What follows belongs to an exercise in optimizing a design on an open flow for small area, a short achievable clock period and few clock cycles per item; a production flow would make more cautious choices.
The RTL was checked by simulation tests, not by an equivalence proof against the original design.

Design des_core, start of the top module:
module des_core (
    input  wire        clk_i,
    input  wire        reset_i,
    input  wire        mode_i,
    input  wire        valid_i,
    input  wire        accept_i,
    input  wire [63:0] key_i,
    input  wire [63:0] data_i,
    output wire        accept_o,
    output wire [63:0] data_o_o,
    output wire        valid_o_o
);
export LEC_CHECK = 0
export ABC_AREA = 1
export CAP_MARGIN = 20
export CORE_MARGIN = 2
export CORE_UTILIZATION = 40
export CTS_BUF_LIST = sky130_fd_sc_hd__clkbuf_8
export SETUP_SLACK_MARGIN = 2.45
export SLEW_MARGIN = 20
create_clock -name core_clock -period 4.8 [get_ports {clk_i}]
standard.sh (not shown) runs the stock make flow with config.mk's settings and CLKGATE_MAP_FILE= SYNTH_SCRIPT=/design/flow/synth_recipe.tcl, a recipe that flattens the netlist after the stock synthesis.
==> flow/flow/run.sh <==
#!/bin/bash
# Standard ORFS layout with three changes:
#  - synthesis maps the logic with ABC script abc_map.script (choice-based
#    mapping with area recovery) instead of ORFS's;
#  - XOR/AND pairs are left to ABC (no half-adder extraction);
#  - ports get plain buffers instead of the resizer's default pick (a delay cell).
# The tools' output goes to standard.log; ORFS's own logs stay under orfs/logs.
set -euo pipefail
here=$(pwd)
{
  echo "proc abc {args} {"
  echo "  set i [lsearch -exact \$args -script]"
  echo "  if {\$i >= 0} { lset args [expr {\$i + 1}] $here/flow/abc_map.script }"
  echo "  yosys abc {*}\$args"
  echo "}"
  cat synth_recipe.tcl
} > my_synth.tcl
bash standard.sh "SYNTH_SCRIPT=$here/my_synth.tcl" "ADDER_MAP_FILE=" \
  "BUFFER_PORTS_ARGS=-buffer_cell sky130_fd_sc_hd__buf_1" finish > standard.log 2>&1
==> flow/flow/abc_map.script <==
strash
dch -f
map -D 1600
strash
dch -f
map -D 1600
topo
stime -c
The baseline completed without violations.
Testbench counts at the start, summed over its fixed seeds: cycles 8,712, items 512.
==> next run, changes <==
==> flow/flow/abc_map.script (replaced) <==
strash
dch -f
map
strash
dch -f
map
topo
stime -c
CTS_BUF_LIST = sky130_fd_sc_hd__clkbuf_16   (was sky130_fd_sc_hd__clkbuf_8)
CTS_CLUSTER_DIAMETER = 150   (was unset)
CTS_CLUSTER_SIZE = 40   (was unset)
Worst hold slack gets better by 0.0072 ns; wire length rises by about 20%; final area went up by about 2.6%; worst setup slack improves by 0.10 ns.
==> next run, changes <==
CORE_UTILIZATION = 60   (was 40)
CTS_BUF_LIST = sky130_fd_sc_hd__clkbuf_8   (was sky130_fd_sc_hd__clkbuf_16)
CTS_CLUSTER_DIAMETER = unset   (was 150)
CTS_CLUSTER_SIZE = unset   (was 40)
- count of clock-buffer cells in the layout does not change
- hold slack loses 0.037 ns
- core utilization grows by 23 points
- synthesized area stays the same

========
Starting RTL as in the previous note.
clock: 4.8 ns
lec_check: 0
abc_area: 1
cap_margin: 20
core_margin: 2
core_utilization: 40
cts_buf_list: sky130_fd_sc_hd__clkbuf_8
setup_slack_margin: 2.45
slew_margin: 20
==> flow/flow/abc_map.script <==
strash
&get -n
&st
&dch
&nf -R 1000
&put
topo
stime -c
Scripts as last shown in full above: flow/flow/run.sh
Testbench counts at the start, summed over its fixed seeds: cycles 8,712, items 512.
Edit:
==> flow/flow/abc_map.script (replaced) <==
strash
&get -n
&st
&dch
&nf
&put
strash
dch -f
map
topo
stime -c
--- a/flow/config.mk
+++ b/flow/config.mk
@@ -13 +13 @@
-export SETUP_SLACK_MARGIN = 2.45
+export SETUP_SLACK_MARGIN = 2.3
After rerunning:
- area after synthesis grows by 11%
- die area grows by 10%
- non-clock buffer count shrinks by 84
- wire length grows by 17%
- count of clock-buffer cells in the layout decreases by 2
- register-to-register slack is about the same

========
lane 1:
Starting RTL as in the previous note.
export LEC_CHECK = 0
export ABC_AREA = 1
export CAP_MARGIN = 20
export CORE_MARGIN = 2
export CORE_UTILIZATION = 40
export CTS_BUF_LIST = sky130_fd_sc_hd__clkbuf_8
export SETUP_SLACK_MARGIN = 2.6
export SLEW_MARGIN = 20
create_clock -name core_clock -period 4.8 [get_ports {clk_i}]
==> flow/flow/abc_map.script <==
strash
&get -n
&st
&dch
&nf
&put
strash
dch -f
map
topo
stime -c
Scripts as last shown in full above: flow/flow/run.sh
The flow did not stop early for lane 1: all stages ran, and the layout cleared the timing, DRC and antenna checks.
Testbench counts of lane 1, summed over its fixed seeds: cycles 8,712, items 512.
diff inputs: lane 1 => lane 2
==> flow/flow/abc_map.script <==
strash
dch -f
map
strash
dch -f
map
topo
stime -c
Findings:
Lane 2 supports a higher top clock frequency than lane 1. Lane 1 → lane 2: cell area reported after detailed placement climbed about 3%; minimum clock period now smaller.
Input changes introduced in lane 3 (baseline for comparison: lane 2):
Settings: changing SETUP_SLACK_MARGIN from 2.6 to 2.45.
## What came out
Compared with lane 2, lane 3 shows a lower via count of the first global-routing pass. [compare] base=lane 2 new=lane 3: wire length dropped 0.78%; sequential share of layout area rose 1.6 points; register area fell by 0.48%. Number of signal-net buffers in the layout down 50 in lane 3 wrt lane 2. Lane 2 leaves more setup margin than lane 3. The number of nets in the layout in lane 3 sits 52 below the value recorded for lane 2. Summary of the comparison: final clock period utilization by the worst path is higher in lane 3, relative to lane 2. The count of placed standard cells including taps of lane 3 and that of lane 2 are within noise of each other. Area of the multi-input gates was higher in the run labelled lane 2.
Here is what was changed in the inputs of lane 4 compared with lane 3.
Settings: SETUP_SLACK_MARGIN changed from 2.45 to 2.25.
==> notes.md <==
Relative to lane 3, number of setup buffers added after CTS decreased by 14 in lane 4. Any difference in top-level I/O count between lane 3 and lane 4 is small enough to ignore. Looking at growth of design area from synthesis to finish, lane 4 sits 6.8 points lower than lane 3 does. Taking lane 3 as the reference, in lane 4 cell count shrank by 35; non-clock buffer instance count of the final layout moved down; final worst setup slack lost 0.13 ns. Lane 3 and lane 4 ended up with roughly the same number of placed instances with taps included. Reported for lane 4 and lane 3, flip-flop and latch count after synthesis turned out identical to the last digit. From lane 4 to lane 3, synthesized-area fraction occupied by ao, oa, aoi and oai cells did not move at all. Row data-path buffer share of cell area in the final layout: lane 4 lower / lane 3 higher.

========
## blue
Another version of the RTL of des_core (not shown whole).
Size: ~130 flip-flops, roughly 200 I/O pins.
clock: 4.8 ns
lec_check: 0
abc_area: 1
cap_margin: 20
core_margin: 2
core_utilization: 40
cts_buf_list: sky130_fd_sc_hd__clkbuf_8
setup_slack_margin: 2.6
slew_margin: 20
==> flow/flow/run.sh <==
#!/bin/bash
# Standard layout, with plain buffers on the ports instead of the resizer's
# default pick (a delay cell).
bash standard.sh "BUFFER_PORTS_ARGS=-buffer_cell sky130_fd_sc_hd__buf_1" finish > standard.log 2>&1
Testbench counts of blue, summed over its fixed seeds: cycles 9,216, items 512.
Edits applied to the flow inputs when going from blue to purple:
- SETUP_SLACK_MARGIN now 0.3, was 2.6
==> flow/flow/run.sh <==
#!/bin/bash
# Standard ORFS layout with three changes:
#  - synthesis maps the logic with an area-oriented ABC script (abc_area2.script)
#    instead of ORFS's, and leaves XOR/AND pairs to ABC (no half-adder extraction);
#  - ports get plain buffers instead of the resizer's default pick (a delay cell).
# Each tool's output goes to standard.log; ORFS's own logs stay under orfs/logs.
set -euo pipefail
here=$(pwd)
{
  echo "proc abc {args} {"
  echo "  set i [lsearch -exact \$args -script]"
  echo "  if {\$i >= 0} { lset args [expr {\$i + 1}] $here/flow/abc_area2.script }"
  echo "  yosys abc {*}\$args"
  echo "}"
  cat synth_recipe.tcl
} > my_synth.tcl
bash standard.sh "SYNTH_SCRIPT=$here/my_synth.tcl" "ADDER_MAP_FILE=" \
  "BUFFER_PORTS_ARGS=-buffer_cell sky130_fd_sc_hd__buf_1" finish > standard.log 2>&1
==> flow/flow/abc_area2.script (new file) <==
strash
dch -f
map -a
strash
dch -f
map -a
topo
stime -c
[summary]
- On number of non-clock buffers, the higher figure sits with blue, not purple.
- Maximum frequency for purple: 30% down relative to blue
- Comparing blue with purple, the starting utilization of the core area came out essentially unchanged.
- On global-route wire length before repair: between purple and blue, it ends up lower for purple.
- Critical path arrival in purple is 2.07 ns higher than in blue

========
## v3
RTL: one of the versions met above, not the one the previous note started from.
Size: about 1,500 cells after synthesis, roughly 130 flip-flops, ~200 I/O pins, about 0.010 mm2 of cells after synthesis.
export LEC_CHECK = 0
export ABC_AREA = 1
export CAP_MARGIN = 5
export CORE_MARGIN = 2
export CORE_UTILIZATION = 40
export CTS_BUF_LIST = sky130_fd_sc_hd__clkbuf_8
export SETUP_SLACK_MARGIN = 2.45
export SLEW_MARGIN = 5
create_clock -name core_clock -period 4.8 [get_ports {clk_i}]
==> flow/flow/run.sh <==
#!/bin/bash
# Standard ORFS layout with three changes:
#  - synthesis maps the logic with ABC script abc_map.script (choice-based
#    mapping with area recovery) instead of ORFS's;
#  - XOR/AND pairs are left to ABC (no half-adder extraction);
#  - ports get plain buffers instead of the resizer's default pick (a delay cell).
# The tools' output goes to standard.log; ORFS's own logs stay under orfs/logs.
set -euo pipefail
here=$(pwd)
{
  echo "proc abc {args} {"
  echo "  set i [lsearch -exact \$args -script]"
  echo "  if {\$i >= 0} { lset args [expr {\$i + 1}] $here/flow/abc_map.script }"
  echo "  yosys abc {*}\$args"
  echo "}"
  cat synth_recipe.tcl
} > my_synth.tcl
bash standard.sh "SYNTH_SCRIPT=$here/my_synth.tcl" "ADDER_MAP_FILE=" \
  "BUFFER_PORTS_ARGS=-buffer_cell sky130_fd_sc_hd__buf_1" finish > standard.log 2>&1
==> flow/flow/abc_map.script <==
strash
dch -f
map
strash
dch -f
map
topo
stime -c
v3 ran to completion and came out clean on the timing, DRC and antenna checks.
Testbench counts of v3, summed over its fixed seeds: cycles 8,712, items 512.
--- input diff v3..v31 ---
Settings: changing CAP_MARGIN from 5 to 20; changing SLEW_MARGIN from 5 to 20; changing SETUP_SLACK_MARGIN from 2.45 to 2.5.
==> flow/flow/abc_map.script <==
strash
&get -n
&st
&dch
&nf
&put
strash
dch -f
map
topo
stime -c
==> comparison <==
Number of vias after detailed routing sits lower in v31 than in v3.
From v31 to v3, number of sinks on the clock net did not move at all.
Summary of v31 over v3: fraction of area in multi-input gates went down by 1.0 points, net count after synthesis went down by 57, met1 wire length went down by 1.5%.
Relative to v31, the following input files were edited for v7:
Settings: SETUP_SLACK_MARGIN changed from 2.5 to 2.45.
[summary]
v7 went all the way through the flow, and no timing, DRC or antenna check failed. v31 -> v7: global-route usage over all layers flat. | fmax | v7 vs v31 | ≈ equal |. Between v31 and v7, the wire length does not differ in any meaningful way.
What v21 does differently from v7 at the input level:
Settings: PLACE_DENSITY: unset -> 0.7.
Against v7, v21 reports a area growth from synthesis to layout that is lower. On post-layout net count, v21 and v7 are neck and neck. Of v21 and v7, the higher number of cells on the critical path belongs to v7. Startpoint of the worst setup timing path = r_q[27]: v21; startpoint of the worst setup timing path = accept_i: v7. Count of buffer and inverter cells on the critical path (v21 over v7): decrease, 1.

static timing again, ports no longer ideal:
In the flow no input, the clock included, has a driving cell. The finished layouts below were timed again as built, in two steps. Step 1 sets driving cells, clkbuf_16 on the clock port and buf_2 on the other inputs (assumed; they add their load-dependent delay and slew). Step 2 also shifts input and output timing later by t, the mid clock arrival at the registers, as if the neighbouring blocks saw the same clock. a / b / c = no drivers / after step 1 / after step 2; a / b = the first two.
run	t (ns)	setup WS [ns]	worst setup path at the end
the first run of note 1	0.493	2.361 / 2.361 / 2.361	register to register
the second run of note 1	0.473	2.461 / 2.427 / 2.116	input to register
the third run of note 1	0.510	2.410 / 2.398 / 1.979	input to register
the first run of note 2	0.491	2.395 / 2.389 / 2.140	input to register
the second run of note 2	0.499	2.362 / 2.318 / 2.025	input to register
lane 1	0.508	2.458 / 2.415 / 2.213	input to register
lane 2	0.509	2.524 / 2.496 / 2.054	input to register
lane 3	0.500	2.451 / 2.409 / 2.111	input to register
lane 4	0.510	2.323 / 2.323 / 2.180	input to register
blue	0.520	2.553 / 2.507 / 2.474	input to register
purple	0.489	1.612 / 1.612 / 1.612	register to register
v3	0.500	2.451 / 2.409 / 2.111	input to register
v31	0.498	2.457 / 2.417 / 2.083	input to register
v7	0.493	2.456 / 2.416 / 2.079	input to register
v21	0.516	2.463 / 2.417 / 1.984	input to register
After both steps every run listed still meets setup and hold. For v21, which loses most, drivers alone change the setup slack by -0.046 ns; drivers and shift together by -0.479 ns.
